What follows belongs to an exercise in optimizing a design on an open flow for small area and a short achievable clock period; a production flow would make more cautious choices. Where RTL was checked, it was by simulation tests only, not by an equivalence proof against the original. For run 1, only the layout was checked, not whether the RTL still works. Power is estimated from default activity; no workload was simulated.

--- design/flow/design.v ---
package jram_pkg;
  typedef enum logic {
    SEQ_IDLE,
    SEQ_CLEAR
  } seq_e;
  localparam int JRAM_WIDTH = 8;
  localparam int JRAM_ABITS = 8;
  function automatic int jram_depth(input int abits);
    jram_depth = 1 << abits;
  endfunction
endpackage
module jmar
#(
  parameter int ABITS = jram_pkg::JRAM_ABITS
) (
  input  logic             clk_i,
  input  logic             rst_ni,
  input  logic             hold_i,
  input  logic             ld_i,
  input  logic             inc_i,
  input  logic [ABITS-1:0] d_i,
  output logic [ABITS-1:0] mar_o
);
  logic [ABITS-1:0] mar_q;
  logic [ABITS-1:0] mar_d;
  always_comb begin
    mar_d = mar_q;
    if (!hold_i) begin
      if (ld_i) begin
        mar_d = d_i;
      end else if (inc_i) begin
        mar_d = mar_q + 1'b1;
      end
    end
  end
  always_ff @(posedge clk_i) begin
    if (!rst_ni) begin
      mar_q <= '0;
    end else begin
      mar_q <= mar_d;
    end
  end
  assign mar_o = mar_q;
endmodule
module jword
#(
  parameter int WIDTH = jram_pkg::JRAM_WIDTH
) (
  input  logic             clk_i,
  input  logic             ld_i,
  input  logic             hd_i,
  input  logic [WIDTH-1:0] d_i,
  output logic [WIDTH-1:0] q_o
);
  logic [WIDTH-1:0] q;
  always_ff @(posedge clk_i) begin
    q <= (q & {WIDTH{hd_i}}) | (d_i & {WIDTH{ld_i}});
  end
  assign q_o = q;
endmodule
module jrsel8 (
  input  logic [7:0] s_i,
  input  logic [7:0] w_i,
  output logic       y_o
);
  assign y_o = |(s_i & w_i);
endmodule
module jrhalf (
  input  logic [15:0] a_i,
  input  logic        kill_i,
  output logic        y_o
);
  assign y_o = (|a_i) & ~kill_i;
endmodule
module jnor2 (
  input  logic a_i,
  input  logic b_i,
  output logic y_o
);
  assign y_o = ~(a_i | b_i);
endmodule
module jram
#(
  parameter int WIDTH = jram_pkg::JRAM_WIDTH,
  parameter int ABITS = jram_pkg::JRAM_ABITS
) (
  input  logic             wclk,
  input  logic             wrst_n,
  input  logic [WIDTH-1:0] bis,
  input  logic             wsa,
  input  logic             winc,
  input  logic             ws,
  input  logic             we,
  output logic [WIDTH-1:0] bos,
  output logic [ABITS-1:0] bmar,
  output logic             wbusy
);
  localparam int DEPTH = jram_pkg::jram_depth(ABITS);
  logic [ABITS-1:0] mar;
  logic             busy;
  jmar #(
    .ABITS(ABITS)
  ) u_jmar (
    .clk_i (wclk),
    .rst_ni(wrst_n),
    .hold_i(busy),
    .ld_i  (wsa),
    .inc_i (winc),
    .d_i   (bis[ABITS-1:0]),
    .mar_o (mar)
  );
  logic [ABITS:0] cnt_q;
  always_ff @(posedge wclk) begin
    if (!wrst_n) begin
      cnt_q <= '0;
    end else if (!cnt_q[ABITS]) begin
      cnt_q <= cnt_q + 1'b1;
    end
  end
  assign busy = ~cnt_q[ABITS];
  logic wr_go;
  logic ld_go;
  logic inc_go;
  assign wr_go  = ws & ~busy;
  assign ld_go  = wsa & ~busy;
  assign inc_go = winc & ~busy;
  logic [15:0] wh_n;
  logic [15:0] wl_n;
  logic        rst_b;
  logic [WIDTH-1:0] wdat;
  assign rst_b = ~wrst_n;
  always_comb begin
    for (int j = 0; j < 16; j++) begin
      wh_n[j] = ~(wr_go & ~rst_b & (mar[7:4] == 4'(j)));
      wl_n[j] = ~(mar[3:0] == 4'(j));
    end
  end
  assign wdat = bis;
  logic [DEPTH*WIDTH-1:0] mem;
  logic [DEPTH-1:0]       wld;
  logic [DEPTH-1:0]       whd;
  for (genvar i = 0; i < DEPTH; i++) begin : g_w
    jnor2 u_ld (.a_i(wh_n[i/16]), .b_i(wl_n[i%16]), .y_o(wld[i]));
    jnor2 u_hd (.a_i(wld[i]),     .b_i(rst_b),      .y_o(whd[i]));
    jword #(
      .WIDTH(WIDTH)
    ) u_word (
      .clk_i(wclk),
      .ld_i (wld[i]),
      .hd_i (whd[i]),
      .d_i  (wdat),
      .q_o  (mem[i*WIDTH +: WIDTH])
    );
  end
  logic [ABITS-1:0] mar_nx;
  logic [ABITS-1:0] mar_nx_inc;
  logic [15:0]      ih_q;
  logic [15:0]      il_q;
  logic [15:0]      rh_n;
  logic [15:0]      rl_n;
  logic             use_rd;
  always_comb begin
    if (!wrst_n) begin
      mar_nx = '0;
    end else if (ld_go) begin
      mar_nx = bis[ABITS-1:0];
    end else if (inc_go) begin
      mar_nx = mar + 1'b1;
    end else begin
      mar_nx = mar;
    end
  end
  assign mar_nx_inc = mar_nx + 1'b1;
  always_ff @(posedge wclk) begin
    for (int j = 0; j < 16; j++) begin
      ih_q[j] <= (mar_nx_inc[7:4] == 4'(j));
      il_q[j] <= (mar_nx_inc[3:0] == 4'(j));
    end
  end
  assign use_rd = ld_go | inc_go;
  always_comb begin
    for (int j = 0; j < 16; j++) begin
      rh_n[j] = ~(use_rd & (wsa ? (bis[7:4] == 4'(j)) : ih_q[j]));
      rl_n[j] = ~(wsa ? (bis[3:0] == 4'(j)) : il_q[j]);
    end
  end
  logic [DEPTH-1:0]          rsel;
  logic [DEPTH/8*WIDTH-1:0]  t8;      
  logic [WIDTH-1:0]          rd;
  for (genvar i = 0; i < DEPTH; i++) begin : g_rs
    jnor2 u_rs (.a_i(rh_n[i/16]), .b_i(rl_n[i%16]), .y_o(rsel[i]));
  end
  for (genvar g = 0; g < DEPTH/8; g++) begin : g_t8
    for (genvar b = 0; b < WIDTH; b++) begin : g_b
      logic [7:0] w;
      for (genvar k = 0; k < 8; k++) begin : g_k
        assign w[k] = mem[(8*g+k)*WIDTH + b];
      end
      jrsel8 u_t8 (
        .s_i(rsel[8*g +: 8]),
        .w_i(w),
        .y_o(t8[g*WIDTH + b])
      );
    end
  end
  logic [WIDTH-1:0] rlo_q;
  logic [WIDTH-1:0] rhi_q;
  logic [WIDTH-1:0] alt_q;
  logic [WIDTH-1:0] rlo_d;
  logic [WIDTH-1:0] rhi_d;
  logic [WIDTH-1:0] alt_d;
  logic [WIDTH-1:0] cur;
  logic             fwd;
  logic             kill;
  assign cur   = rlo_q | rhi_q | alt_q;
  assign fwd   = ld_go & wr_go & (bis[ABITS-1:0] == mar);
  assign kill  = fwd | rst_b;
  assign alt_d = rst_b  ? '0 :
                 fwd    ? bis :
                 use_rd ? '0 :
                 wr_go  ? bis : cur;
  for (genvar b = 0; b < WIDTH; b++) begin : g_fin
    logic [DEPTH/16-1:0] wl;
    logic [DEPTH/16-1:0] wh;
    for (genvar g = 0; g < DEPTH/16; g++) begin : g_g
      assign wl[g] = t8[g*WIDTH + b];
      assign wh[g] = t8[(g+DEPTH/16)*WIDTH + b];
    end
    jrhalf u_lo (.a_i(wl), .kill_i(kill), .y_o(rlo_d[b]));
    jrhalf u_hi (.a_i(wh), .kill_i(kill), .y_o(rhi_d[b]));
  end
  always_ff @(posedge wclk) begin
    rlo_q <= rlo_d;
    rhi_q <= rhi_d;
    alt_q <= alt_d;
  end
  assign bos   = cur & {WIDTH{we & ~busy}};
  assign bmar  = mar;
  assign wbusy = busy;
endmodule
--- design/flow/run.sh ---
#!/bin/bash
# synth_recipe.tcl (not shown) runs the flow's synth.tcl, then flattens the netlist and writes it again
# the make line also repeats each setting of config.mk as NAME=value (left out here)
make -C /OpenROAD-flow-scripts/flow DESIGN_CONFIG=/design/flow/config.mk WORK_HOME=/design/flow/orfs CLKGATE_MAP_FILE= SYNTH_SCRIPT=/design/flow/synth_recipe.tcl finish
--- design/flow/config.mk ---
export PLATFORM = sky130hd
export DESIGN_NAME = jram
export DESIGN_NICKNAME = jram
export VERILOG_FILES = /design/flow/design.v
export SDC_FILE = /design/flow/constraint.sdc
export NUM_CORES = 4
export LEC_CHECK = 0
export CAP_MARGIN = 20
export CORE_MARGIN = 2
export CORE_UTILIZATION = 60
export SETUP_SLACK_MARGIN = 2.7
export SLEW_MARGIN = 20
export SYNTH_HIERARCHICAL = 1
export TNS_END_PERCENT = 5
--- design/flow/constraint.sdc ---
create_clock -name core_clock -period 5.5 [get_ports {wclk}]
set_input_delay 1.1000 -clock core_clock [delete_from_list [all_inputs] [get_ports {wclk}]]
set_output_delay 1.1000 -clock core_clock [all_outputs]
set_load 0.01 [all_outputs]
==> out/qor.yml, run 1 <==
yosys:
  synthTopCellsByArea: "dfxtp_1 53%, a22o_1 23%, a22oi_1 9.6%"
  synth_edf_count: 0
  yosysWarnings: 9
  synth_top_area_share: 0.533
  synthFlopType: "dfxtp_1"
  synth_cell_type_count: 64
  ys_seq_area_frac: 0.533
  synth.largest_area_cell: "dfxtp_1"
  syn-num-nets: 7247
  synth_area_per_cell_sq_um: 11.0
  synth_area_sq_um: 79700
  synth-seq-cells: 2121
  syn_inst: 7227
  synthArstFlopShare: 0
route:
  remaining_drc_errors: 0
  dr.pass1.iters: 7
  via_count: 66200
  wire_per_inst_um: 30.1
  post_drt_via_cell_ratio: 7.20
  routed_wl_mm: 277
  ant_nets: 0
  drtIter0Drc: 8425
clocking:
  clk_latency_ns: 0.84
  cts_max_level: 4
  cts-root-buf: "clkbuf_16"
  cts_buffer_depth: 3
  numClockSinks: 2121
  tritoncts: "done"
  cts_inserted_buffers: 204
  cts_hold_buf: 0
  cts.clk_slew.worst_paths_ns: 0.07
pwr:
  peakVddDrop_mv: 0.360
  p_leak_nw: 33.1
  total_power_mw: 31.1
  power_density_nw_per_um2: 342
critical_path:
  worstPathRequired_ns: 6.14
  r2r_start: "u_jmar.mar_q[0]"
  startpoint: "bis[2]"
  max_stage_delay_ns: 0.55
  reg2reg_slack_ns: 2.53
  crit_fanout: 26
  critical_path.top_delay_family: "simple AND/OR/NAND/NOR gates"
  criticalPathCategory: "in -> reg"
  arrival_ns: 3.72
  crit_path_top_delay_cell: "nor4_2"
  endpoint_kind: "register"
  crit_buf_inv: 2
  cp_cell_sequence: "buf_16, nor2b_4, a31oi_4, buf_4, nor2_1, a22oi_1, nand4_1, nor4_2, a41oi_1"
  cp-start-kind: "input port"
sta:
  relSlewSlack: 0.194
  setup_tns_ns: 0
  slew_violations: 0
  setup_ws_ns: 2.42
  finalCritPeriodShare: 0.560
  finClkSkew_ns: 0.0262
  max_freq_mhz: 325
  hold_viol: 0
  rsz0062_at_grt: "yes"
  worst_slew_pin_slew_ns: 1.21
  layout_min_cycle_time_ns: 3.08
  setup_viol: 0
worst_hold_path:
  hold_path_class: "reg -> reg"
  hold_start: "g_w[39].u_word.q[5]"
floorplan:
  start_util: 0.605
  ios: 31
  die_y_um: 368
  die_area_sq_um: 136000
  die_x_um: 368
  coreArea_sq_um: 132000
  rows: 133
placement:
  gp_congestion: 0.953
  hpwl_mm: 171
  placed_area_sq_um: 80000
  dp.cells: 8666
  place.port_buffers: 30
  dp_slack_ns: 0.476
grt:
  grt_pass1_wl_mm: 404
  grt_remaining_overflow: 0
  antenna_found_initial: 7
  grt_max_degree: 136
  track_usage: 0.389
  grt_pass1_vias: 62000
finish:
  postLayoutCellArea_sq_um: 91100
  fillCellCount: 9951
  layout-drive-gt1-share: 0.148
  area_delta_synth_final_pct: 14.3
  layout.nets: 7296
  final_cells: 9202
outcome:
  status: "timing/DRC/antenna clean"
run:
  drv_cap: 0
==> path summary, 6_finish.rpt <==
path,end,cells past startpoint
max,rlo_q[7],9
min,g_w[39].u_word.q[5],1
max reg2reg,g_w[3].u_word.q[0],7
min reg2reg,g_w[39].u_word.q[5],1
==> where the power goes <==
| group | internal, mW | switching [mW] |
|---|---|---|
| registers | 15.4 | 0.00171 |
| logic | 0.160 | 0.776 |
| clock network | 8.73 | 6.11 |
| total | 24.2 | 6.89 |
==> cell families (layout without fill, tap and decap cells) <==
kind of cell             count (synthesis)  after routing  share of synthesized area
buffers and inverters                  548            762                     0.0542
flip-flops                            2121           2121                      0.533
AND/OR/NAND/NOR                       1327           1327                     0.0773
multiplexers                             4              4                   0.000518
XOR/XNOR                                12             12                    0.00132
AO/OA/AOI/OAI                         3209           3211                      0.333
other                                    0              4                          0
adder cells (fa/ha/maj)                  6              6                   0.000942
==> layout make-up <==
| type | instances | area (sq um) | area share |
|---|---|---|---|
| sequential | 2121 | 42500 | 0.466 |
| multi-input combinational | 4560 | 35400 | 0.388 |
| clock buffer | 297 | 6030 | 0.0662 |
| timing repair buffer | 379 | 3880 | 0.0426 |
| tap | 1755 | 2200 | 0.0241 |
| clock inverter | 76 | 1130 | 0.0124 |
| inverter | 10 | 45.0 | 0.000494 |
| antenna | 4 | 10.0 | 0.000110 |
==> what timing repair did <==
item / 4_1_cts / 5_1_grt
cloned: 6 / 4
pin swaps: 51 / 53
buffers inserted: 85 / 64
resized for setup: 321 / 299
setup endpoints to repair: 2023 / 1990
==> flip-flops by register name, summed over array words and instances (netlist names) <==
name          flops
alt_q             8
cnt_q             9
il_q             16
rhi_q             8
rlo_q             8
u_jmar.mar_q      8
ih_q             16
g_w.u_word.q   2048
==> layer usage <==
metal,global-route usage,up-vias,share of wire
li1,-,28900,-
met1,0.538,32700,0.41
met2,0.568,3906,0.42
met3,0.0920,734,0.11
met4,0.192,6,0.050
met5,0,-,0.00058
==> per-module statistics from Yosys (local to each module, per instance), excerpt <==
module	cells inside	flip-flops and latches	copies in the design
jnor2	1	0	768
jram	430	65	1
jrhalf	5	0	16
jrsel8	5	0	256
==> stage by stage <==
stage,hold WS (ns),util
2_1_floorplan,0.450,-
3_3_place_gp,0.462,0.607
3_5_place_dp,0.464,0.607
4_1_cts,0.482,0.678
5_1_grt,0.487,0.692
6_report,0.482,0.692
==> synthesized netlist by cell type (3+ instances only) <==
cell / count
o21ai_1: 4
nand3_1: 27
nand2_1: 38
nor2b_1: 47
nand4_1: 260
ha_1: 6
or4_1: 5
a211oi_1: 13
clkbuf_1: 18
nand2b_1: 6
buf_6: 258
o211ai_1: 8
nor3_1: 13
a21oi_1: 14
and2_1: 7
a22oi_1: 1024
and3_1: 19
inv_1: 10
a22o_1: 2048
xor2_1: 3
dfxtp_1: 2121
o21ai_0: 34
a31oi_1: 23
or3_1: 6
xnor2_1: 9
a41oi_1: 16
mux2i_1: 3
nor4_1: 65
nor2_1: 818
buf_2: 258
buf_1: 3
==> placed cells by master, fill, tap and decap left out, types with 12 or more instances in the layout <==
master,Yosys,layout
and3_1,19,19
nor2_1,818,561
clkbuf_1,18,40
nor2_2,0,125
a31oi_4,0,16
a22oi_1,1024,1009
nand2_4,0,12
nor4_1,65,32
a22o_1,2048,2048
dfxtp_1,2121,2112
a22oi_2,0,15
nor2_4,0,132
nor4_2,0,21
o21ai_4,0,14
bufinv_16,0,24
a211oi_1,13,13
buf_12,0,52
clkbuf_16,0,212
nand2_1,38,22
nor2b_1,47,43
nor4_4,0,12
nand3_1,27,22
nand4_1,260,260
a41oi_1,16,15
clkbuf_8,0,49
a21oi_1,14,14
clkinv_2,0,30
buf_6,258,15
buf_4,1,271
o21ai_0,34,19
==> run 2: changes to the inputs <==
--- a/design/flow/design.v
+++ b/design/flow/design.v
@@ -65,12 +65,20 @@
 );
   assign y_o = |(s_i & w_i);
 endmodule
+module jrgrp (
+  input  logic a_i,
+  input  logic b_i,
+  input  logic s_i,
+  output logic y_no
+);
+  assign y_no = ~((a_i | b_i) & s_i);
+endmodule
 module jrhalf (
-  input  logic [15:0] a_i,
-  input  logic        kill_i,
-  output logic        y_o
-);
-  assign y_o = (|a_i) & ~kill_i;
+  input  logic [7:0] a_ni,
+  input  logic       kill_i,
+  output logic       y_o
+);
+  assign y_o = ~(&a_ni) & ~kill_i;
 endmodule
 module jnor2 (
   input  logic a_i,
@@ -156,8 +164,6 @@
   logic [ABITS-1:0] mar_nx_inc;
   logic [15:0]      ih_q;
   logic [15:0]      il_q;
-  logic [15:0]      rh_n;
-  logic [15:0]      rl_n;
   logic             use_rd;
   always_comb begin
     if (!wrst_n) begin
@@ -178,18 +184,16 @@
     end
   end
   assign use_rd = ld_go | inc_go;
+  logic [15:0] rl;
+  logic [15:0] rh;
   always_comb begin
     for (int j = 0; j < 16; j++) begin
-      rh_n[j] = ~(use_rd & (wsa ? (bis[7:4] == 4'(j)) : ih_q[j]));
-      rl_n[j] = ~(wsa ? (bis[3:0] == 4'(j)) : il_q[j]);
-    end
-  end
-  logic [DEPTH-1:0]          rsel;
-  logic [DEPTH/8*WIDTH-1:0]  t8;      
-  logic [WIDTH-1:0]          rd;
-  for (genvar i = 0; i < DEPTH; i++) begin : g_rs
-    jnor2 u_rs (.a_i(rh_n[i/16]), .b_i(rl_n[i%16]), .y_o(rsel[i]));
-  end
+      rh[j] = use_rd & (wsa ? (bis[7:4] == 4'(j)) : ih_q[j]);
+      rl[j] = wsa ? (bis[3:0] == 4'(j)) : il_q[j];
+    end
+  end
+  logic [DEPTH/8*WIDTH-1:0]  t8;
+  logic [DEPTH/16*WIDTH-1:0] tg_n;
   for (genvar g = 0; g < DEPTH/8; g++) begin : g_t8
     for (genvar b = 0; b < WIDTH; b++) begin : g_b
       logic [7:0] w;
@@ -197,9 +201,19 @@
         assign w[k] = mem[(8*g+k)*WIDTH + b];
       end
       jrsel8 u_t8 (
-        .s_i(rsel[8*g +: 8]),
+        .s_i(rl[8*(g%2) +: 8]),
         .w_i(w),
         .y_o(t8[g*WIDTH + b])
+      );
+    end
+  end
+  for (genvar j = 0; j < DEPTH/16; j++) begin : g_tg
+    for (genvar b = 0; b < WIDTH; b++) begin : g_b
+      jrgrp u_tg (
+        .a_i  (t8[(2*j)*WIDTH + b]),
+        .b_i  (t8[(2*j+1)*WIDTH + b]),
+        .s_i  (rh[j]),
+        .y_no (tg_n[j*WIDTH + b])
       );
     end
   end
@@ -220,14 +234,14 @@
                  use_rd ? '0 :
                  wr_go  ? bis : cur;
   for (genvar b = 0; b < WIDTH; b++) begin : g_fin
-    logic [DEPTH/16-1:0] wl;
-    logic [DEPTH/16-1:0] wh;
-    for (genvar g = 0; g < DEPTH/16; g++) begin : g_g
-      assign wl[g] = t8[g*WIDTH + b];
-      assign wh[g] = t8[(g+DEPTH/16)*WIDTH + b];
-    end
-    jrhalf u_lo (.a_i(wl), .kill_i(kill), .y_o(rlo_d[b]));
-    jrhalf u_hi (.a_i(wh), .kill_i(kill), .y_o(rhi_d[b]));
+    logic [DEPTH/32-1:0] wl;
+    logic [DEPTH/32-1:0] wh;
+    for (genvar j = 0; j < DEPTH/32; j++) begin : g_j
+      assign wl[j] = tg_n[j*WIDTH + b];
+      assign wh[j] = tg_n[(j+DEPTH/32)*WIDTH + b];
+    end
+    jrhalf u_lo (.a_ni(wl), .kill_i(kill), .y_o(rlo_d[b]));
+    jrhalf u_hi (.a_ni(wh), .kill_i(kill), .y_o(rhi_d[b]));
   end
   always_ff @(posedge wclk) begin
     rlo_q <= rlo_d;
--- a/design/flow/config.mk
+++ b/design/flow/config.mk
@@ -8,6 +8,9 @@
 export CAP_MARGIN = 20
 export CORE_MARGIN = 2
 export CORE_UTILIZATION = 60
+export CTS_CLUSTER_DIAMETER = 80
+export CTS_CLUSTER_SIZE = 28
+export PLACE_DENSITY = 0.85
 export SETUP_SLACK_MARGIN = 2.7
 export SLEW_MARGIN = 20
 export SYNTH_HIERARCHICAL = 1
==> run 2 against run 1 <==
Compared with the run above:
- sequential cell count is the same
- worst hold slack gained 0.0054 ns
- global-route usage shrank 2.8 points
- utilization shrank 4.4 points
- cell count shrank 5.4%
- synthesized cell count shrank 2.1%
- count of clock-buffer cells in the layout shrank 206
- sequential share of layout area grew 3.3 points
- worst setup slack lost 0.070 ns
- power shrank 22%
- register-to-register slack lost 0.15 ns
- largest cell class unchanged
==> out/qor.yml, run 2 <==
yosys:
  synth_edf_count: 0  # unchanged
  synth.largest_area_cell: "dfxtp_1"
  synthTopCellsByArea: "dfxtp_1 54%, a22o_1 23%, a22oi_1 9.7%"
  synth_area_sq_um: 79200  # -0.65%
  synth_area_per_cell_sq_um: 11.2  # +1.5%
  syn_inst: 7077  # -2.1%
  ys_seq_area_frac: 0.536  # +0.00349
  yosys-top-cells-count: "2121 x dfxtp_1, 2048 x a22o_1, 1024 x a22oi_1"
  yosysWarnings: 9  # unchanged
  synthFlopType: "dfxtp_1"
  synthArstFlopShare: 0  # unchanged
  synth_top_area_share: 0.536  # +0.00349
  synth_most_common_cell: "dfxtp_1"
  synth-seq-cells: 2121  # unchanged
  syn-num-nets: 7097  # -2.1%
  synth_cell_type_count: 64  # unchanged
route:
  drtIter0Drc: 11300  # +34%
  dr.pass1.iters: 10  # +3
  routed_wl_mm: 264  # -4.4%
  remaining_drc_errors: 0  # unchanged
  via_count: 66400  # +0.21%
  post_drt_via_cell_ratio: 7.62  # +5.9%
  ant_nets: 0  # unchanged
  wire_per_inst_um: 30.4  # +1.0%
clocking:
  cts_inserted_buffers: 88  # -57%
  cts_buffer_depth: 3  # unchanged
  cts_max_level: 3  # -1
  tritoncts: "done"
  cts.clk_slew.worst_paths_ns: 0.10  # +0.03 ns
  cts-root-buf: "clkbuf_16"
  numClockSinks: 2121  # unchanged
  clk_latency_ns: 0.78  # -0.06 ns
finish:
  top_register: "g_w.u_word.q"
  layout-drive-gt1-share: 0.116  # -0.0315
  area_delta_synth_final_pct: 7.45
  layout_commonest_cell: "dfxtp_1"
  final_cells: 8708  # -5.4%
  reg.largest.list: "g_w.u_word.q: 2048 flops, ih_q: 16 flops, il_q: 16 flops"
  mostFrequentLayoutCells: "2112 x dfxtp_1, 2048 x a22o_1, 1017 x a22oi_1"
  layout.nets: 6949  # -4.8%
  final_util: 0.648  # -0.0443
  largest_register_ffs: 2048  # unchanged
  fillCellCount: 9459  # -4.9%
worst_hold_path:
  hold_start: "g_w[176].u_word.q[5]"
  hold_path_class: "reg -> reg"
  min_path_cells: 1  # unchanged
grt:
  grt_remaining_overflow: 0  # unchanged
  track_usage: 0.361  # -0.0276
  grt_max_degree: 138  # +1.5%
  antenna_found_initial: 10  # +3
  grt_pass1_wl_mm: 382  # -5.3%
  grt_pass1_vias: 60600  # -2.2%
floorplan:
  coreArea_sq_um: 131000  # -0.25%
  start_util: 0.603  # -0.00242
  rows: 133  # unchanged
  die_x_um: 367  # -0.32%
  die_y_um: 367  # -0.32%
  ios: 31  # unchanged
  die_area_sq_um: 135000  # -0.64%
pwr:
  p_leak_nw: 30.1  # -9.0%
  peakVddDrop_mv: 0.261  # -27%
  total_power_mw: 24.2  # -22%
  power_density_nw_per_um2: 285  # -17%
sta:
  setup_tns_ns: 0  # unchanged
  finalCritPeriodShare: 0.573  # +0.0128
  hold_viol: 0  # unchanged
  slew_violations: 0  # unchanged
  setup_viol: 0  # unchanged
  worst_slew_pin_slew_ns: 1.26  # +0.0494 ns
  layout_min_cycle_time_ns: 3.15  # +0.0704 ns
  max_freq_mhz: 317  # -2.2%
  finClkSkew_ns: 0.0315  # +0.00532 ns
  rsz0062_at_grt: "yes"
  relSlewSlack: 0.161  # -0.0331
critical_path:
  endpoint_kind: "register"
  criticalPathCategory: "in -> reg"
  r2r_start: "u_jmar.mar_q[0]"
  arrival_ns: 3.80  # +0.08 ns
  reg2reg_depth: 8  # +1
  crit_fanout: 48  # +85%
  cp-start-kind: "input port"
  worstPathRequired_ns: 6.15  # about the same
  startpoint: "bis[0]"
placement:
  dp.cells: 8438  # -2.6%
  gp_congestion: 0.982  # +3.0%
  place.port_buffers: 30  # unchanged
  hpwl_mm: 154  # -10%
run:
  drv_cap: 0  # unchanged
outcome:
  status: "timing/DRC/antenna clean"
[run 2: what timing repair did]
| item | 4_1_cts | 5_1_grt |
|---|---|---|
| buffers inserted | 46 | 90 |
| cloned | 11 | 9 |
| resized for setup | 497 | 158 |
| hold buffers | 0 | 0 |
| setup endpoints to repair | 2117 | 2116 |
| pin swaps | 25 | 45 |
[run 2: worst paths after layout]
kind	end	slack [ns]
max	rhi_q[7]	2.35
min	g_w[176].u_word.q[5]	0.49
max reg2reg	g_w[76].u_word.q[4]	2.38
min reg2reg	g_w[176].u_word.q[5]	0.49
[run 2: cell type report]
class                   count  area (sq um)  area share
multi-input cells        4391         34500       0.405
clock buffers              91          2210      0.0260
repair buffers            301          3340      0.0393
inverters                  25           114     0.00134
well taps                1755          2200      0.0258
repair inverters            1          5.00   0.0000588
diodes                      4          10.0    0.000118
clock inverters            19           240     0.00282
flip-flops and latches   2121         42500       0.499
[run 2: power by group]
part | internal [mW] | switching, mW
clock network | 3.06 | 4.83
logic | 0.147 | 0.848
registers | 15.3 | 0.00192
total | 18.6 | 5.68
[run 2: critical path: stages]
cell and delay [ns]:
buf_16 0.14, nor2b_4 0.21, nand3_1 0.21, o21ai_4 0.21
clkbuf_16 0.28, a22oi_1 0.39, nand4_1 0.21, o21ai_1 0.36
and4_1 0.39, a21oi_2 0.09
[run 2: through the flow]
stage	hold slack, ns	area (sq um)	setup WS (ns)
finish	0.487	85100	2.35
global route	0.500	85100	2.38
CTS	0.491	83500	2.48
detailed placement	0.464	78800	0.579
global placement	0.461	78700	0.721
floorplan	0.450	79400	1.51
[run 2: per-module statistics from Yosys, one instance, submodules excluded, excerpt]
module  cells inside  flops+latches  copies in the design  area [sq um]
jrsel8             5              0                   256          36.3
jram             440             65                     1          3320
jnor2              1              0                   512          3.75
jrhalf             3              0                    16          26.3
jrgrp              1              0                   128          5.00
[run 2: per-layer routing]
metal  wire length, um  track usage  vias up
met5                14            0        -
met3             39300       0.0895     1015
li1                  -            -    27900
met1             98500        0.495    32200
met2            109000        0.519     5250
met4             17700        0.205        2
[run 2: cell families after synthesis]
group,Yosys count,synth area share
compound gates,3332,0.343
xor+xnor,12,0.00133
fa+ha+maj,6,0.000948
buf+inv,571,0.0557
flops,2121,0.536
mux,2,0.000253
simple gates,1033,0.0628
==> run 3: changes to the inputs <==
--- a/design/flow/config.mk
+++ b/design/flow/config.mk
@@ -10,8 +10,7 @@
 export CORE_UTILIZATION = 60
 export CTS_CLUSTER_DIAMETER = 80
 export CTS_CLUSTER_SIZE = 28
-export PLACE_DENSITY = 0.85
-export SETUP_SLACK_MARGIN = 2.7
+export SETUP_SLACK_MARGIN = 2.5
 export SLEW_MARGIN = 20
 export SYNTH_HIERARCHICAL = 1
 export TNS_END_PERCENT = 5
==> run 3 against run 2 <==
Compared with the run above:
- still clean
- power is 2.0% higher
- worst hold slack better by 0.0040 ns
- routed wire length is 3.4% higher
- die area stayed put
- global-route usage is 2.1 points higher
- synthesized cell count stayed put
- clock power is 6.0% higher
- critical endpoint is now g_w[105].u_word.q[5]
- largest power group unchanged
==> out/qor.yml, run 3 <==
yosys:
  synthArstFlopShare: 0  # unchanged
  synthTopCellsByArea: "dfxtp_1 54%, a22o_1 23%, a22oi_1 9.7%"
  synth_area_per_cell_sq_um: 11.2  # unchanged
  syn-num-nets: 7097  # unchanged
  syn_inst: 7077  # unchanged
  synth_most_common_cell: "dfxtp_1"
  yosys-top-cells-count: "2121 x dfxtp_1, 2048 x a22o_1, 1024 x a22oi_1"
  synth.largest_area_cell: "dfxtp_1"
  synth_cell_type_count: 64  # unchanged
  synthFlopType: "dfxtp_1"
  synth_top_area_share: 0.536  # unchanged
  synth_edf_count: 0  # unchanged
  synth_area_sq_um: 79200  # unchanged
  synth-seq-cells: 2121  # unchanged
  ys_seq_area_frac: 0.536  # unchanged
  yosysWarnings: 9  # unchanged
sta:
  setup_tns_ns: 0  # unchanged
  setup_ws_ns: 2.25  # -0.0994 ns
  max_freq_mhz: 308  # -3.1%
  layout_min_cycle_time_ns: 3.25  # +0.0994 ns
  finalCritPeriodShare: 0.591  # +0.0181
  finClkSkew_ns: 0.0312  # -0.000222 ns
  worst_slew_pin_slew_ns: 1.15  # -0.112 ns
  relSlewSlack: 0.236  # +0.0750
  rsz0062_at_grt: "yes"
  slew_violations: 0  # unchanged
  hold_viol: 0  # unchanged
  setup_viol: 0  # unchanged
finish:
  largest_register_ffs: 2048  # unchanged
  layout-drive-gt1-share: 0.0957  # -0.0204
  layout.nets: 6882  # -0.96%
  mostFrequentLayoutCells: "2112 x dfxtp_1, 2048 x a22o_1, 1023 x a22oi_1"
  final_cells: 8653  # -0.63%
  top_register: "g_w.u_word.q"
  area_delta_synth_final_pct: 6.38
  final_util: 0.642  # -0.00649
  layout_commonest_cell: "dfxtp_1"
  fillCellCount: 10500  # +11%
  reg.largest.list: "g_w.u_word.q: 2048 flops, ih_q: 16 flops, il_q: 16 flops"
critical_path:
  criticalPathCategory: "in -> reg"
  max_stage_delay_ns: 0.61  # +0.22 ns
  reg2reg_slack_ns: 2.30  # -0.08 ns
  cp-start-kind: "input port"
  cp_cell_sequence: "clkdlybuf4s50_1, nand4_1, nor2_4, nand2_1, buf_4, nor2_1, nor2_1, a22o_1"
  crit_fanout: 16  # -67%
  arrival_ns: 3.89  # +0.09 ns
  cpMostUsedCell: "nor2_1"
  worstPathRequired_ns: 6.14  # about the same
  endpoint_kind: "register"
  crit_path_top_delay_cell: "clkdlybuf4s50_1"
route:
  via_count: 64300  # -3.2%
  remaining_drc_errors: 0  # unchanged
  post_drt_via_cell_ratio: 7.43  # -2.6%
  dr.pass1.iters: 6  # -4
  drtIter0Drc: 8990  # -21%
  wire_per_inst_um: 31.6  # +4.0%
  ant_nets: 0  # unchanged
  routed_wl_mm: 273  # +3.4%
clocking:
  cts_inserted_buffers: 93  # +5.7%
  tritoncts: "done"
  cts-root-buf: "clkbuf_16"
  cts_max_level: 3  # unchanged
  numClockSinks: 2121  # unchanged
  cts_buffer_depth: 3  # unchanged
  cts.clk_slew.worst_paths_ns: 0.09  # about the same
  clk_latency_ns: 0.76  # -0.02 ns
outcome:
  status: "timing/DRC/antenna clean"
pwr:
  p_sw_frac: 0.239  # +0.00510
  pwr-share-comb: 0.040  # about the same
  p_clk_frac: 0.338  # +0.012
  power_density_nw_per_um2: 293  # +3.0%
  p_leak_nw: 29.6  # -1.6%
  total_power_mw: 24.7  # +2.0%
  peakVddDrop_mv: 0.283  # +8.4%
  power_frac_seq: 0.621  # -0.012
  internal-power_mw: 18.8  # +1.3%
  p_switching_mw: 5.91  # +4.2%
grt:
  grt_remaining_overflow: 0  # unchanged
  grt_pass1_wl_mm: 397  # +3.8%
  track_usage: 0.382  # +0.0209
  antenna_found_initial: 11  # +1
  grt_max_degree: 151  # +9.4%
  grt_pass1_vias: 59600  # -1.7%
placement:
  place.port_buffers: 30  # unchanged
  hpwl_mm: 159  # +3.3%
  dp_slack_ns: 0.862  # +0.282 ns
  gp_congestion: 0.874  # -11%
  dp.cells: 8452  # +0.17%
floorplan:
  die_area_sq_um: 135000  # unchanged
  ios: 31  # unchanged
  rows: 133  # unchanged
  start_util: 0.603  # unchanged
  die_y_um: 367  # unchanged
  die_x_um: 367  # unchanged
  coreArea_sq_um: 131000  # unchanged
run:
  drv_cap: 0  # unchanged
worst_hold_path:
  hold_path_class: "reg -> reg"
run 3: cell types whose count changed in the layout (fill, tap and decap cells not counted), moves of 10 or more:
| cell | previous run | this run |
|---|---|---|
| and4_1 | 20 | 32 |
| buf_4 | 190 | 138 |
| clkdlybuf4s50_1 | 2 | 12 |
| nor2_1 | 325 | 360 |
| nor2_2 | 99 | 74 |
| nor2_4 | 139 | 129 |
| o21ai_1 | 99 | 115 |
| o21ai_2 | 33 | 19 |
run 3: layer usage:
layer / wire, um / part of all wire / global-route usage
met1: 115000 / 0.42 / 0.559
met2: 116000 / 0.43 / 0.559
met3: 29700 / 0.11 / 0.0699
met4: 12000 / 0.044 / 0.145
met5: 152 / 0.00056 / 0
run 3: power groups by stage:
stage / Sequential, mW / Clock (mW) / Combinational [mW]
global route: 15.4 / 8.92 / 1.02
detailed placement: 15.7 / 0 / 0.898
floorplan: 15.7 / 0 / 0.545
global placement: 15.7 / 0 / 0.893
finish: 15.4 / 8.36 / 0.998
CTS: 15.3 / 8.39 / 0.938
run 3: area by class of cell:
class                   instances  area (sq um)  share of cell area
flip-flops and latches       2121         42500               0.504
multi-input cells            4387         34100               0.404
repair buffers                233          2650              0.0315
clock buffers                 102          2410              0.0287
well taps                    1755          2200              0.0261
clock inverters                28           320             0.00380
inverters                      25           114             0.00135
repair inverters                1          5.00           0.0000594
diodes                          1          2.50           0.0000297
run 3: what timing repair did:
| action | 4_1_cts | 5_1_grt |
|---|---|---|
| resized for setup | 396 | 99 |
| buffers inserted | 35 | 16 |
| hold buffers | 0 | 0 |
| endpoints found under the setup margin | 2097 | 1955 |
| pin swaps | 13 | 1 |
| hold endpoints to repair | 0 | 0 |
| gates cloned | 11 | 8 |
run 3: worst max-delay path, delay by kind of cell:
kind | cells | cell delay (ns)
simple gates | 5 | 1.58
buf+inv | 2 | 0.86
compound gates | 1 | 0.30
run 3: worst paths after layout:
check / startpoint / to / cells past startpoint
min reg2reg: g_w[9].u_word.q[5] / g_w[9].u_word.q[5] / 1
max: ws / g_w[105].u_word.q[5] / 8
min: g_w[9].u_word.q[5] / g_w[9].u_word.q[5] / 1
max reg2reg: u_jmar.mar_q[0] / g_w[93].u_word.q[5] / 6
run 3: Yosys stat by module, one instance, submodules excluded, a selection:
module  cell area [sq um]  flip-flops and latches
jnor2                3.75                       0
jram                 3320                      65
jrgrp                5.00                       0
jrhalf               26.3                       0
jrsel8               36.3                       0
run 3: cell families after synthesis:
group,synth area share
compound gates,0.343
flops,0.536
buf+inv,0.0557
mux,0.000253
xor+xnor,0.00133
fa+ha+maj,0.000948
simple gates,0.0628
run 3: per-stage QoR:
| step | area, sq um | hold slack (ns) |
|---|---|---|
| floorplan | 79400 | 0.450 |
| global placement | 78900 | 0.462 |
| detailed placement | 78900 | 0.464 |
| CTS | 83600 | 0.492 |
| global route | 84200 | 0.502 |
| finish | 84200 | 0.491 |
==> run 4: changes to the inputs <==
--- a/design/flow/config.mk
+++ b/design/flow/config.mk
@@ -10,7 +10,7 @@
 export CORE_UTILIZATION = 60
 export CTS_CLUSTER_DIAMETER = 80
 export CTS_CLUSTER_SIZE = 28
-export SETUP_SLACK_MARGIN = 2.5
+export SETUP_SLACK_MARGIN = 3.6
 export SLEW_MARGIN = 20
 export SYNTH_HIERARCHICAL = 1
 export TNS_END_PERCENT = 5
==> run 4 against run 3 <==
Compared with the run above:
- clock skew up 0.00057 ns
- utilization up 4.9 points
- sequential share of layout area down 3.6 points
- die area unchanged
- global-route usage up 1.3 points
- synthesized cell count unchanged
- register-to-register slack better by 0.42 ns
- routed wire length up 15%
- critical endpoint is now bos[6]
==> out/qor.yml, run 4 <==
outcome:
  status: "timing/DRC/antenna clean"
floorplan:
  coreArea_sq_um: 131000  # unchanged
  die_area_sq_um: 135000  # unchanged
  start_util: 0.603  # unchanged
  die_y_um: 367  # unchanged
  die_x_um: 367  # unchanged
  rows: 133  # unchanged
  ios: 31  # unchanged
grt:
  grt_pass1_vias: 60600  # +1.7%
  antenna_found_initial: 11  # unchanged
  grt_remaining_overflow: 0  # unchanged
  grt_pass1_wl_mm: 407  # +2.7%
  track_usage: 0.395  # +0.0128
  grt_max_degree: 120  # -21%
finish:
  multi_input_area_sq_um: 35900  # +5.5%
  layout_commonest_cell: "dfxtp_1"
  regArea_sq_um: 42500  # about the same
  layout.nets: 7192  # +4.5%
  top_register: "g_w.u_word.q"
  fillCellCount: 9754  # -7.2%
  mostFrequentLayoutCells: "2106 x dfxtp_1, 2048 x a22o_1, 870 x a22oi_1"
  reg.largest.list: "g_w.u_word.q: 2048 flops, ih_q: 16 flops, il_q: 16 flops"
  layout-drive-gt1-share: 0.182  # +0.0858
  largest_register_ffs: 2048  # unchanged
  area_delta_synth_final_pct: 14.5
  final_util: 0.690  # +0.0489
  final_cells: 8980  # +3.8%
  postLayoutCellArea_sq_um: 90700  # +7.6%
route:
  wire_per_inst_um: 34.9  # +11%
  via_count: 67600  # +5.2%
  remaining_drc_errors: 0  # unchanged
  dr.pass1.iters: 8  # +2
  drtIter0Drc: 9903  # +10%
  post_drt_via_cell_ratio: 7.53  # +1.4%
  routed_wl_mm: 314  # +15%
  ant_nets: 0  # unchanged
placement:
  dp.cells: 8492  # +0.47%
  placed_area_sq_um: 79600  # +0.93%
  gp_congestion: 0.963  # +10%
  hpwl_mm: 163  # +2.6%
  dp_slack_ns: 1.12  # +0.258 ns
  place.port_buffers: 30  # unchanged
yosys:
  synth_top_area_share: 0.536  # unchanged
  synth_area_sq_um: 79200  # unchanged
  synth_most_common_cell: "dfxtp_1"
  yosysWarnings: 9  # unchanged
  synth_area_per_cell_sq_um: 11.2  # unchanged
  synth_cell_type_count: 64  # unchanged
  syn-num-nets: 7097  # unchanged
  yosys-top-cells-count: "2121 x dfxtp_1, 2048 x a22o_1, 1024 x a22oi_1"
  ys_seq_area_frac: 0.536  # unchanged
  synthArstFlopShare: 0  # unchanged
  synth-seq-cells: 2121  # unchanged
  synthTopCellsByArea: "dfxtp_1 54%, a22o_1 23%, a22oi_1 9.7%"
  syn_inst: 7077  # unchanged
  synthFlopType: "dfxtp_1"
  synth_edf_count: 0  # unchanged
  synth.largest_area_cell: "dfxtp_1"
clocking:
  cts-root-buf: "clkbuf_16"
  cts_inserted_buffers: 98  # +5.4%
  cts_max_level: 3  # unchanged
  cts_buffer_depth: 3  # unchanged
  tritoncts: "done"
  numClockSinks: 2121  # unchanged
  clk_latency_ns: 0.77  # about the same
  cts.clk_slew.worst_paths_ns: 0.10  # about the same
sta:
  hold_viol: 0  # unchanged
  finClkSkew_ns: 0.0318  # +0.000569 ns
  rsz0062_at_grt: "yes"
  relSlewSlack: 0.284  # +0.0479
  holdWs_ns: 0.490  # -0.00166 ns
  setup_viol: 0  # unchanged
  finalCritPeriodShare: 0.526  # -0.0649
  max_freq_mhz: 346  # +12%
  setup_tns_ns: 0  # unchanged
  setup_ws_ns: 2.61  # +0.357 ns
  slew_violations: 0  # unchanged
  worst_slew_pin_slew_ns: 1.07  # -0.0718 ns
  layout_min_cycle_time_ns: 2.89  # -0.357 ns
critical_path:
  cp_cell_sequence: "buf_4, nand2_8, buf_12, nor2_4, buf_6"
  worstPathRequired_ns: 4.40  # -1.74 ns
  crit_fanout: 4  # -12
  critical_path.top_delay_family: "buffers and inverters"
  cp-start-kind: "input port"
  arrival_ns: 1.79  # -2.10 ns
  endpoint_kind: "primary output"
  max_stage_delay_ns: 0.19  # -0.42 ns
  crit_path_top_delay_cell: "nor2_4"
  criticalPathCategory: "in -> out"
  crit_buf_inv: 3  # +1
run:
  drv_cap: 0  # unchanged
pwr:
  total_power_mw: 25.4  # +3.0%
  power_density_nw_per_um2: 281  # -4.3%
  peakVddDrop_mv: 0.338  # +19%
  p_leak_nw: 32.2  # +8.7%
worst_hold_path:
  hold_path_class: "reg -> reg"
[run 4: cell counts after synthesis]
No cell type changed its count.
[run 4: kinds of logic after synthesis]
group,share of synthesized area
DFF,0.536
xor gates and xnor gates,0.00133
muxes,0.000253
adders and majority gates,0.000948
and+or+nand+nor,0.0628
AOI/OAI and AO/OA,0.343
buffers and inverters,0.0557
[run 4: final cells by class]
type / instances / share of cell area
Sequential cell: 2121 / 0.469
Antenna cell: 2 / 0.0000552
Inverter: 25 / 0.00139
Clock inverter: 47 / 0.00591
Multi-Input combinational cell: 4395 / 0.396
Clock buffer: 104 / 0.0281
Timing Repair Buffer: 529 / 0.0751
Timing Repair inverter: 2 / 0.000248
Tap cell: 1755 / 0.0242
[run 4: worst paths after layout]
check	from	end	slack (ns)	cells after the start
max	we	bos[6]	2.61	5
min	g_w[192].u_word.q[5]	g_w[192].u_word.q[5]	0.49	1
max reg2reg	u_jmar.mar_q[3]	g_w[68].u_word.q[6]	2.72	8
min reg2reg	g_w[192].u_word.q[5]	g_w[192].u_word.q[5]	0.49	1
[run 4: power breakdown]
group / internal (mW) / switching, mW
combinational: 0.251 / 0.979
clock: 3.56 / 5.31
sequential: 15.3 / 0.00188
total: 19.2 / 6.29
[run 4: layer usage]
metal  global-route usage  vias to the layer above  part of all wire
li1                     -                    28500                 -
met1                0.546                    33700              0.38
met2                0.586                     4484              0.42
met3               0.0893                      974              0.13
met4                0.187                       12             0.070
met5                    0                        -           0.00025
[run 4: timing repair]
item | in CTS | in global routing
setup buffers | 68 | 176
pin swaps | 42 | 220
gates cloned | 21 | 70
resized for setup | 502 | 495
setup endpoints to repair | 2125 | 2123
hold buffers | 0 | 0
[run 4: per-module statistics from Yosys, one instance, submodules excluded, excerpt]
module	area, sq um	cells inside
jram	3320	440
jrsel8	36.3	5
jrhalf	26.3	3
jrgrp	5.00	1
jnor2	3.75	1
==> run 5: changes to the inputs <==
--- a/design/flow/config.mk
+++ b/design/flow/config.mk
@@ -10,7 +10,7 @@
 export CORE_UTILIZATION = 60
 export CTS_CLUSTER_DIAMETER = 80
 export CTS_CLUSTER_SIZE = 28
-export SETUP_SLACK_MARGIN = 3.6
+export SETUP_SLACK_MARGIN = 2.7
 export SLEW_MARGIN = 20
 export SYNTH_HIERARCHICAL = 1
 export TNS_END_PERCENT = 5
==> run 5 against run 4 <==
Compared with the run above:
- worst setup slack got worse by 0.083 ns
- sequential share of layout area rose by 3.0 points
- first-iteration DRC count fell by 12%
- highest routed layer unchanged
- die area did not move
- worst hold slack got worse by 0.00064 ns
- non-clock buffer count fell by 285
- clock power fell by 2.6%
- critical endpoint is now g_w[234].u_word.q[4]
- combinational power fell by 18%
- synthesized cell count did not move
- clock skew fell by 0.0019 ns
==> out/qor.yml, run 5 <==
yosys:
  synth-seq-cells: 2121  # unchanged
  yosys-top-cells-count: "2121 x dfxtp_1, 2048 x a22o_1, 1024 x a22oi_1"
  synth_most_common_cell: "dfxtp_1"
  ys_seq_area_frac: 0.536  # unchanged
  synth_edf_count: 0  # unchanged
  synthTopCellsByArea: "dfxtp_1 54%, a22o_1 23%, a22oi_1 9.7%"
  syn-num-nets: 7097  # unchanged
  syn_inst: 7077  # unchanged
  yosysWarnings: 9  # unchanged
  synthArstFlopShare: 0  # unchanged
  synth_cell_type_count: 64  # unchanged
  synth_area_sq_um: 79200  # unchanged
  synth.largest_area_cell: "dfxtp_1"
  synthFlopType: "dfxtp_1"
  synth_area_per_cell_sq_um: 11.2  # unchanged
  synth_top_area_share: 0.536  # unchanged
outcome:
  status: "timing/DRC/antenna clean"
finish:
  layout_commonest_cell: "dfxtp_1"
  multi_input_area_sq_um: 34600  # -3.7%
  area_delta_synth_final_pct: 7.65
  layout-drive-gt1-share: 0.119  # -0.0629
  reg.largest.list: "g_w.u_word.q: 2048 flops, ih_q: 16 flops, il_q: 16 flops"
  fillCellCount: 10500  # +7.2%
  top_register: "g_w.u_word.q"
  layout.nets: 6898  # -4.1%
  postLayoutCellArea_sq_um: 85200  # -6.0%
  mostFrequentLayoutCells: "2111 x dfxtp_1, 2048 x a22o_1, 985 x a22oi_1"
  largest_register_ffs: 2048  # unchanged
  regArea_sq_um: 42500  # about the same
critical_path:
  worstPathRequired_ns: 6.18  # +1.78 ns
  reg2reg_depth: 8  # unchanged
  max_stage_delay_ns: 0.49  # +0.30 ns
  crit_end: "g_w[234].u_word.q[4]"
  arrival_ns: 3.66  # +1.87 ns
  crit_fanout: 10  # +6
  rr_endpoint: "g_w[192].u_word.q[0]"
  startpoint: "ws"
  endpoint_kind: "register"
  r2r_start: "u_jmar.mar_q[1]"
  cp_cell_sequence: "clkdlybuf4s15_1, nand4_1, nor2_1, buf_4, nand2_2, buf_4, nor2_1, buf_4, nor2_1, a22o_1"
  crit_path_top_delay_cell: "nor2_1"
  criticalPathCategory: "in -> reg"
  reg2reg_slack_ns: 2.55  # -0.17 ns
  cp-start-kind: "input port"
grt:
  track_usage: 0.373  # -0.0214
  grt_pass1_wl_mm: 389  # -4.4%
  grt_pass1_vias: 58600  # -3.4%
  grt_max_degree: 167  # +39%
  grt_remaining_overflow: 0  # unchanged
  antenna_found_initial: 11  # unchanged
placement:
  gp_congestion: 0.941  # -2.3%
  placed_area_sq_um: 79000  # -0.82%
  place.port_buffers: 30  # unchanged
  hpwl_mm: 163  # about the same
  dp_slack_ns: 0.904  # -0.215 ns
clocking:
  cts-root-buf: "clkbuf_16"
  cts_buffer_depth: 3  # unchanged
  cts.clk_slew.worst_paths_ns: 0.11  # about the same
  clk_latency_ns: 0.75  # -0.02 ns
  cts_max_level: 3  # unchanged
  cts_hold_buf: 0  # unchanged
  numClockSinks: 2121  # unchanged
  cts_inserted_buffers: 94  # -4.1%
  tritoncts: "done"
floorplan:
  die_area_sq_um: 135000  # unchanged
  coreArea_sq_um: 131000  # unchanged
  die_x_um: 367  # unchanged
  ios: 31  # unchanged
  rows: 133  # unchanged
  die_y_um: 367  # unchanged
  start_util: 0.603  # unchanged
pwr:
  p_switching_mw: 6.00  # -4.7%
  internal-power_mw: 19.0  # -0.79%
  peakVddDrop_mv: 0.261  # -23%
  power_frac_seq: 0.614  # +0.011
  p_leak_nw: 30.0  # -6.7%
  total_power_mw: 25.0  # -1.7%
  p_sw_frac: 0.240  # -0.00734
  p_clk_frac: 0.345  # -0.003
  pwr-share-comb: 0.041  # -0.007
  power_density_nw_per_um2: 293  # +4.5%
sta:
  setup_viol: 0  # unchanged
  layout_min_cycle_time_ns: 2.98  # +0.0834 ns
  setup_tns_ns: 0  # unchanged
  holdWs_ns: 0.489  # -0.000642 ns
  setup_ws_ns: 2.52  # -0.0834 ns
  slew_violations: 0  # unchanged
  worst_slew_pin_slew_ns: 1.07  # -0.00213 ns
  finalCritPeriodShare: 0.541  # +0.0152
  max_freq_mhz: 336  # -2.8%
  relSlewSlack: 0.285  # +0.00142
  finClkSkew_ns: 0.0300  # -0.00185 ns
  hold_viol: 0  # unchanged
  rsz0062_at_grt: "yes"
route:
  routed_wl_mm: 273  # -13%
  wire_per_inst_um: 31.4  # -10%
  drtIter0Drc: 8684  # -12%
  ant_nets: 0  # unchanged
  remaining_drc_errors: 0  # unchanged
  post_drt_via_cell_ratio: 7.43  # -1.4%
  via_count: 64500  # -4.7%
  dr.pass1.iters: 6  # -2
worst_hold_path:
  min_path_cells: 1  # unchanged
  hold_path_class: "reg -> reg"
run:
  drv_cap: 0  # unchanged
run 5: timing repair:
| action | CTS | global route |
|---|---|---|
| pin swaps | 11 | 45 |
| buffers inserted | 19 | 40 |
| endpoints found under the setup margin | 2105 | 1716 |
| gates resized for setup | 477 | 201 |
| cloned | 5 | 19 |
run 5: worst min path at each step:
stage	startpoint	slack, ns	endpoint
after global routing	g_w[54].u_word.q[5]	0.50	g_w[54].u_word.q[5]
after floorplan	g_w[0].u_word.q[5]	0.45	g_w[0].u_word.q[5]
after CTS	g_w[101].u_word.q[5]	0.49	g_w[101].u_word.q[5]
after global placement	g_w[253].u_word.q[5]	0.46	g_w[253].u_word.q[5]
final	g_w[119].u_word.q[5]	0.49	g_w[119].u_word.q[5]
after detailed placement	g_w[81].u_word.q[5]	0.46	g_w[81].u_word.q[5]
run 5: cell families (layout without fill, tap and decap cells):
family / Yosys count / after routing / share of synthesized area
compound gates: 3332 / 3338 / 0.343
xor+xnor: 12 / 12 / 0.00133
fa+ha+maj: 6 / 6 / 0.000948
buf+inv: 571 / 411 / 0.0557
flops: 2121 / 2121 / 0.536
mux: 2 / 2 / 0.000253
other cells: 0 / 1 / 0
simple gates: 1033 / 1033 / 0.0628
run 5: critical path: cells and delay by family:
kind / cells / cell delay (ns)
AND/OR/NAND/NOR: 5 / 1.28
AO/OA/AOI/OAI: 1 / 0.24
buffers and inverters: 4 / 1.01
run 5: through the flow:
step	utilization	instances
after floorplan	-	7077
after global placement	0.601	8453
after detailed placement	0.602	8454
after CTS	0.637	8619
after global routing	0.649	8678
final	0.649	8679
run 5: per-layer routing:
metal,GRT usage,part of all wire
met3,0.0774,0.11
met1,0.550,0.42
met4,0.124,0.038
met5,0,0.00032
met2,0.543,0.43
run 5: power by group through the flow:
| stage | combinational (mW) | sequential, mW | clock, mW |
|---|---|---|---|
| final | 1.01 | 15.4 | 8.64 |
| after global routing | 1.03 | 15.4 | 9.17 |
| after CTS | 0.921 | 15.4 | 8.67 |
| after detailed placement | 0.898 | 15.7 | 0 |
| after global placement | 0.894 | 15.7 | 0 |
| after floorplan | 0.545 | 15.7 | 0 |
run 5: Yosys stat by module, one instance, submodules excluded, excerpt:
module	times used	area (sq um)	flip-flops and latches
jrgrp	128	5.00	0
jrsel8	256	36.3	0
jram	1	3320	65
jnor2	512	3.75	0
jrhalf	16	26.3	0
run 5: area by class of cell:
type / count / area share
Timing Repair inverter: 1 / 0.0000587
Timing Repair Buffer: 244 / 0.0344
Antenna cell: 1 / 0.0000294
Tap cell: 1755 / 0.0258
Sequential cell: 2121 / 0.498
Clock buffer: 105 / 0.0295
Multi-Input combinational cell: 4391 / 0.406
Clock inverter: 36 / 0.00471
Inverter: 25 / 0.00128
==> run 6: changes to the inputs <==
--- a/design/flow/config.mk
+++ b/design/flow/config.mk
@@ -10,7 +10,7 @@
 export CORE_UTILIZATION = 60
 export CTS_CLUSTER_DIAMETER = 80
 export CTS_CLUSTER_SIZE = 28
-export SETUP_SLACK_MARGIN = 2.7
+export SETUP_SLACK_MARGIN = 3.2
 export SLEW_MARGIN = 20
 export SYNTH_HIERARCHICAL = 1
 export TNS_END_PERCENT = 5
==> run 6 against run 5 <==
Compared with the run above:
- still clean
- area after synthesis is the same
- clock skew shrank 0.0016 ns
- power grew 1.2%
- count of clock-buffer cells in the layout shrank 1
- via count grew 3.7%
- final area grew 5.3%
- register-to-register slack gained 0.25 ns
- sequential power is essentially flat
- sequential share of layout area shrank 2.5 points
- clock power grew 1%
- die area is the same
- worst setup slack gained 0.21 ns
- largest power group unchanged
==> out/qor.yml, run 6 <==
outcome:
  status: "timing/DRC/antenna clean"
route:
  drtIter0Drc: 10100  # +17%
  via_count: 66800  # +3.7%
  post_drt_via_cell_ratio: 7.51  # +1.2%
  wire_per_inst_um: 33.5  # +6.7%
  routed_wl_mm: 298  # +9.3%
  ant_nets: 0  # unchanged
  dr.pass1.iters: 8  # +2
  remaining_drc_errors: 0  # unchanged
sta:
  setup_ws_ns: 2.73  # +0.206 ns
  max_freq_mhz: 361  # +7.4%
  slew_violations: 0  # unchanged
  rsz0062_at_grt: "yes"
  finClkSkew_ns: 0.0284  # -0.00158 ns
  worst_slew_pin_slew_ns: 1.04  # -0.0340 ns
  setup_viol: 0  # unchanged
  finalCritPeriodShare: 0.504  # -0.0375
  setup_tns_ns: 0  # unchanged
  relSlewSlack: 0.308  # +0.0226
  layout_min_cycle_time_ns: 2.77  # -0.206 ns
  holdWs_ns: 0.487  # -0.00187 ns
  hold_viol: 0  # unchanged
yosys:
  syn_inst: 7077  # unchanged
  synth_mux_area_frac: 0.000253  # unchanged
  synth_top_area_share: 0.536  # unchanged
  synth.largest_area_cell: "dfxtp_1"
  synth_cell_type_count: 64  # unchanged
  synth_area_per_cell_sq_um: 11.2  # unchanged
  synth_area_sq_um: 79200  # unchanged
  yosys-top-cells-count: "2121 x dfxtp_1, 2048 x a22o_1, 1024 x a22oi_1"
  synthTopCellsByArea: "dfxtp_1 54%, a22o_1 23%, a22oi_1 9.7%"
  ys_seq_area_frac: 0.536  # unchanged
  synth_compound_area_frac: 0.343  # unchanged
  synth_top_family_by_area: "compound AO/OA/AOI/OAI gates"
  synth_edf_count: 0  # unchanged
  synth_most_common_cell: "dfxtp_1"
  syn-num-nets: 7097  # unchanged
  yosysWarnings: 9  # unchanged
  synth-adder-area-share: 0.000948  # unchanged
  synthArstFlopShare: 0  # unchanged
  synth-seq-cells: 2121  # unchanged
  yosys.area_share.simple: 0.0628  # unchanged
  synth_xor_area_frac: 0.00133  # unchanged
  synthFlopType: "dfxtp_1"
floorplan:
  die_area_sq_um: 135000  # unchanged
  coreArea_sq_um: 131000  # unchanged
  die_x_um: 367  # unchanged
  rows: 133  # unchanged
  die_y_um: 367  # unchanged
  start_util: 0.603  # unchanged
  ios: 31  # unchanged
pwr:
  p_leak_nw: 31.7  # +5.4%
  pwr-share-comb: 0.048  # +0.007
  internal-power_mw: 19.2  # +0.99%
  p_sw_frac: 0.242  # +0.00178
  p_switching_mw: 6.11  # +2.0%
  peakVddDrop_mv: 0.301  # +15%
  power_density_nw_per_um2: 282  # -3.9%
  p_clk_frac: 0.345  # about the same
  power_frac_seq: 0.606  # -0.008
clocking:
  clk_latency_ns: 0.76  # about the same
  cts-root-buf: "clkbuf_16"
  cts_max_level: 3  # unchanged
  cts_inserted_buffers: 94  # unchanged
  cts.clk_slew.worst_paths_ns: 0.11  # about the same
  tritoncts: "done"
  numClockSinks: 2121  # unchanged
  cts_buffer_depth: 3  # unchanged
finish:
  postLayoutCellArea_sq_um: 89800  # +5.3%
  reg.largest.list: "g_w.u_word.q: 2048 flops, ih_q: 16 flops, il_q: 16 flops"
  final_util: 0.684  # +0.0345
  fillCellCount: 9842  # -5.8%
  area_delta_synth_final_pct: 13.4
  mostFrequentLayoutCells: "2098 x dfxtp_1, 2048 x a22o_1, 893 x a22oi_1"
  layout.nets: 7113  # +3.1%
  largest_register_ffs: 2048  # unchanged
  layout-drive-gt1-share: 0.175  # +0.0566
  top_register: "g_w.u_word.q"
  layout_commonest_cell: "dfxtp_1"
critical_path:
  arrival_ns: 3.40  # -0.26 ns
  crit_fanout: 32  # +22
  crit_path_top_delay_cell: "a22oi_1"
  cp_cell_sequence: "buf_16, nor2b_4, nand4_1, o21ai_4, buf_4, buf_6, buf_12, a22oi_1, nand4_1, o21ai_1, and4_2, a21oi_2"
  crit_buf_inv: 4  # unchanged
  critical_path.top_delay_family: "simple AND/OR/NAND/NOR gates"
  max_stage_delay_ns: 0.34  # -0.15 ns
  worstPathRequired_ns: 6.13  # -0.05 ns
  criticalPathCategory: "in -> reg"
  cp-start-kind: "input port"
  endpoint_kind: "register"
  cpMostUsedCell: "nand4_1"
placement:
  place.port_buffers: 30  # unchanged
  dp_slack_ns: 0.989  # +0.0846 ns
  gp_congestion: 0.902  # -4.1%
  placed_area_sq_um: 79300  # +0.38%
  hpwl_mm: 161  # -1.2%
grt:
  grt_pass1_vias: 60300  # +2.9%
  grt_remaining_overflow: 0  # unchanged
  track_usage: 0.390  # +0.0171
  grt_max_degree: 115  # -31%
  antenna_found_initial: 8  # -3
  grt_pass1_wl_mm: 404  # +3.9%
run:
  drv_cap: 0  # unchanged
worst_hold_path:
  hold_path_class: "reg -> reg"
[run 6: path summary, 6_finish.rpt]
path | startpoint | to | slack, ns | cells past startpoint
setup / recovery | bis[2] | rlo_q[0] | 2.73 | 12
hold / removal | g_w[36].u_word.q[5] | g_w[36].u_word.q[5] | 0.49 | 1
setup reg to reg | u_jmar.mar_q[1] | g_w[239].u_word.q[7] | 2.80 | 7
hold reg to reg | g_w[36].u_word.q[5] | g_w[36].u_word.q[5] | 0.49 | 1
[run 6: cell families after synthesis]
logic type | count (synthesis)
AO/OA/AOI/OAI | 3332
flip-flops | 2121
AND/OR/NAND/NOR | 1033
buffers and inverters | 571
XOR/XNOR | 12
adder cells (fa/ha/maj) | 6
multiplexers | 2
[run 6: what timing repair did]
item                       in CTS  in global routing
cloned                         30                 54
resized for setup             664                364
setup endpoints to repair    2133               2114
hold endpoints to repair        0                  0
hold buffers                    0                  0
pin swaps                      41                187
setup buffers                  74                146
[run 6: area by class of cell]
cell class	instances	area, sq um	share of cell area
Clock buffer	104	2480	0.0277
Timing Repair Buffer	453	5860	0.0652
Tap cell	1755	2200	0.0245
Sequential cell	2121	42500	0.474
Multi-Input combinational cell	4394	36100	0.402
Antenna cell	6	15.0	0.000167
Inverter	25	130	0.00145
Clock inverter	34	445	0.00496
Timing Repair inverter	4	38.8	0.000432
[run 6: modules after synthesis (local to each module, per instance), a selection]
module | area, sq um | copies in the design | cells | flops+latches
jnor2 | 3.75 | 512 | 1 | 0
jrgrp | 5.00 | 128 | 1 | 0
jrsel8 | 36.3 | 256 | 5 | 0
jrhalf | 26.3 | 16 | 3 | 0
jram | 3320 | 1 | 440 | 65
[run 6: power by group through the flow]
stage                     registers [mW]  logic, mW  clock network, mW
after floorplan                     15.7      0.548                  0
after global placement              15.7      0.893                  0
after detailed placement            15.7      0.900                  0
after CTS                           15.3       1.00               8.73
after global routing                15.4       1.23               9.25
final                               15.3       1.23               8.73
[run 6: per-stage QoR]
step                      power, mW  instances
after floorplan                16.3       7077
after global placement         16.6       8447
after detailed placement       16.6       8448
after CTS                      25.1       8690
after global routing           25.8       8890
final                          25.3       8896
[run 6: routing by layer]
metal / up-vias / track usage / part of all wire
li1: 28300 / - / -
met1: 33100 / 0.553 / 0.39
met2: 4518 / 0.575 / 0.42
met3: 848 / 0.0837 / 0.13
met4: 10 / 0.168 / 0.055
met5: - / 0 / 0.00086
==> run 7: changes to the inputs <==
--- a/design/flow/config.mk
+++ b/design/flow/config.mk
@@ -13,4 +13,4 @@
 export SETUP_SLACK_MARGIN = 3.2
 export SLEW_MARGIN = 20
 export SYNTH_HIERARCHICAL = 1
-export TNS_END_PERCENT = 5
+export TNS_END_PERCENT = 0
==> run 7 against run 6 <==
Compared with the run above:
- largest cell class unchanged
- synthesized cell count unchanged
- still clean
- utilization decreased by 3.1 points
- die area unchanged
- clock skew decreased by 0.0014 ns
==> out/qor.yml, run 7 <==
finish:
  layout-drive-gt1-share: 0.110  # -0.0651
  final_util: 0.652  # -0.0315
  postLayoutCellArea_sq_um: 85600  # -4.6%
  multi_input_area_sq_um: 34800  # -3.6%
  mostFrequentLayoutCells: "2114 x dfxtp_1, 2048 x a22o_1, 1020 x a22oi_1"
  area_delta_synth_final_pct: 8.16
  top_register: "g_w.u_word.q"
  layout.nets: 6900  # -3.0%
  largest_register_ffs: 2048  # unchanged
  layout_commonest_cell: "dfxtp_1"
  reg.largest.list: "g_w.u_word.q: 2048 flops, ih_q: 16 flops, il_q: 16 flops"
sta:
  finClkSkew_ns: 0.0270  # -0.00139 ns
  setup_tns_ns: 0  # unchanged
  finalCritPeriodShare: 0.589  # +0.0849
  worst_slew_pin_slew_ns: 1.41  # +0.374 ns
  setup_ws_ns: 2.26  # -0.467 ns
  relSlewSlack: 0.0584  # -0.249
  max_freq_mhz: 309  # -14%
  hold_viol: 0  # unchanged
  rsz0062_at_grt: "yes"
  setup_viol: 0  # unchanged
  slew_violations: 0  # unchanged
yosys:
  synth-seq-cells: 2121  # unchanged
  syn-num-nets: 7097  # unchanged
  synth_cell_type_count: 64  # unchanged
  ys_seq_area_frac: 0.536  # unchanged
  synth.largest_area_cell: "dfxtp_1"
  synth_area_sq_um: 79200  # unchanged
  synth_top_area_share: 0.536  # unchanged
  synth_most_common_cell: "dfxtp_1"
  syn_inst: 7077  # unchanged
  synth_area_per_cell_sq_um: 11.2  # unchanged
  synth_edf_count: 0  # unchanged
  yosysWarnings: 9  # unchanged
  yosys-top-cells-count: "2121 x dfxtp_1, 2048 x a22o_1, 1024 x a22oi_1"
grt:
  grt_remaining_overflow: 0  # unchanged
  grt_pass1_vias: 60400  # +0.21%
  grt_pass1_wl_mm: 407  # +0.61%
  antenna_found_initial: 12  # +4
pwr:
  power_density_nw_per_um2: 292  # +3.6%
  peakVddDrop_mv: 0.254  # -15%
  p_leak_nw: 30.0  # -5.1%
floorplan:
  die_x_um: 367  # unchanged
  rows: 133  # unchanged
  start_util: 0.603  # unchanged
  die_area_sq_um: 135000  # unchanged
  coreArea_sq_um: 131000  # unchanged
  ios: 31  # unchanged
clocking:
  numClockSinks: 2121  # unchanged
  cts_inserted_buffers: 94  # unchanged
  cts_max_level: 3  # unchanged
  cts_buffer_depth: 3  # unchanged
  cts.clk_slew.worst_paths_ns: 0.10  # about the same
  cts-root-buf: "clkbuf_16"
placement:
  dp_slack_ns: 0.865  # -0.124 ns
  placed_area_sq_um: 78900  # -0.49%
  place.port_buffers: 30  # unchanged
  gp_congestion: 0.889  # -1.5%
route:
  routed_wl_mm: 276  # -7.5%
  ant_nets: 0  # unchanged
  via_count: 64800  # -3.0%
  dr.pass1.iters: 6  # -2
  wire_per_inst_um: 31.8  # -5.2%
  post_drt_via_cell_ratio: 7.47  # -0.62%
  remaining_drc_errors: 0  # unchanged
  drtIter0Drc: 8628  # -15%
worst_hold_path:
  hold_path_class: "reg -> reg"
critical_path:
  worstPathRequired_ns: 6.14  # about the same
  endpoint_kind: "register"
  crit_fanout: 64  # +100%
outcome:
  status: "timing/DRC/antenna clean"
[run 7: cell counts after synthesis]
Identical to the previous run, type by type.
[run 7: report_power, final]
group          switching [mW]  total, mW  internal, mW  leakage [nW]
Clock                    5.14       8.65          3.51          1.42
Combinational           0.860       1.01         0.151          11.5
Sequential            0.00213       15.3          15.3          17.1
Total                    6.00       25.0          19.0          30.0
[run 7: path summary, 6_finish.rpt]
path,end,slack [ns],from,cells past startpoint
hold / removal,g_w[25].u_word.q[5],0.49,g_w[25].u_word.q[5],1
setup / recovery,rlo_q[5],2.26,bis[0],10
hold reg to reg,g_w[25].u_word.q[5],0.49,g_w[25].u_word.q[5],1
setup reg to reg,g_w[66].u_word.q[5],2.55,u_jmar.mar_q[4],7
[run 7: metal layers]
layer,up-vias,wire length [um],global-route usage
met2,3761,117000,0.576
met1,32600,115000,0.564
li1,27900,-,-
met4,10,12000,0.154
met5,-,62,0
met3,609,31600,0.0884
[run 7: logic make-up (layout without fill, tap and decap cells)]
kind of cell / after synthesis / count (layout) / synth area share
compound gates: 3332 / 3335 / 0.343
flops: 2121 / 2121 / 0.536
simple gates: 1033 / 1033 / 0.0628
buf+inv: 571 / 414 / 0.0557
xor+xnor: 12 / 12 / 0.00133
fa+ha+maj: 6 / 6 / 0.000948
mux: 2 / 2 / 0.000253
other cells: 0 / 3 / 0
[run 7: timing repair]
item,CTS,global route
hold buffers,0,0
setup buffers,77,0
gates cloned,22,0
setup endpoints to repair,2121,2121
pin swaps,44,1
gates resized for setup,609,87
[run 7: area by class of cell]
| cell class | instances | area share |
|---|---|---|
| Antenna cell | 3 | 0.0000877 |
| Clock buffer | 103 | 0.0286 |
| Clock inverter | 36 | 0.00539 |
| Inverter | 25 | 0.00137 |
| Multi-Input combinational cell | 4388 | 0.406 |
| Sequential cell | 2121 | 0.496 |
| Tap cell | 1755 | 0.0256 |
| Timing Repair Buffer | 249 | 0.0364 |
| Timing Repair inverter | 1 | 0.0000584 |
[run 7: critical path, cell delays in order]
cell and delay [ns]:
buf_16 0.20, nor2_1 0.20, nand4_1 0.17, o21ai_4 0.15, buf_16 0.22, a22oi_1 0.46, nand4_1 0.29, o21ai_1 0.25
and4_1 0.37, a21oi_2 0.08
[run 7: per-module statistics from Yosys, one instance, submodules excluded, a selection]
| module | flops+latches | cell area [sq um] | times used |
|---|---|---|---|
| jnor2 | 0 | 3.75 | 512 |
| jram | 65 | 3320 | 1 |
| jrgrp | 0 | 5.00 | 128 |
| jrhalf | 0 | 26.3 | 16 |
| jrsel8 | 0 | 36.3 | 256 |
[run 7: per-stage QoR]
step           instances  hold WS (ns)  total power, mW
3_3_place_gp        8440         0.461             16.6
5_1_grt             8678         0.498             25.6
2_1_floorplan       7077         0.450             16.3
6_report            8681         0.489             25.0
4_1_cts             8678         0.491             25.0
3_5_place_dp        8440         0.464             16.6

Re-timed with assumed drivers on the ports (clkbuf_16 on the clock, buf_2 on other inputs), run 7 has 2.258 ns of setup slack against 2.263 ns with ideal ports, and 1.418 ns once port delays also move by the mid clock arrival of 0.840 ns.
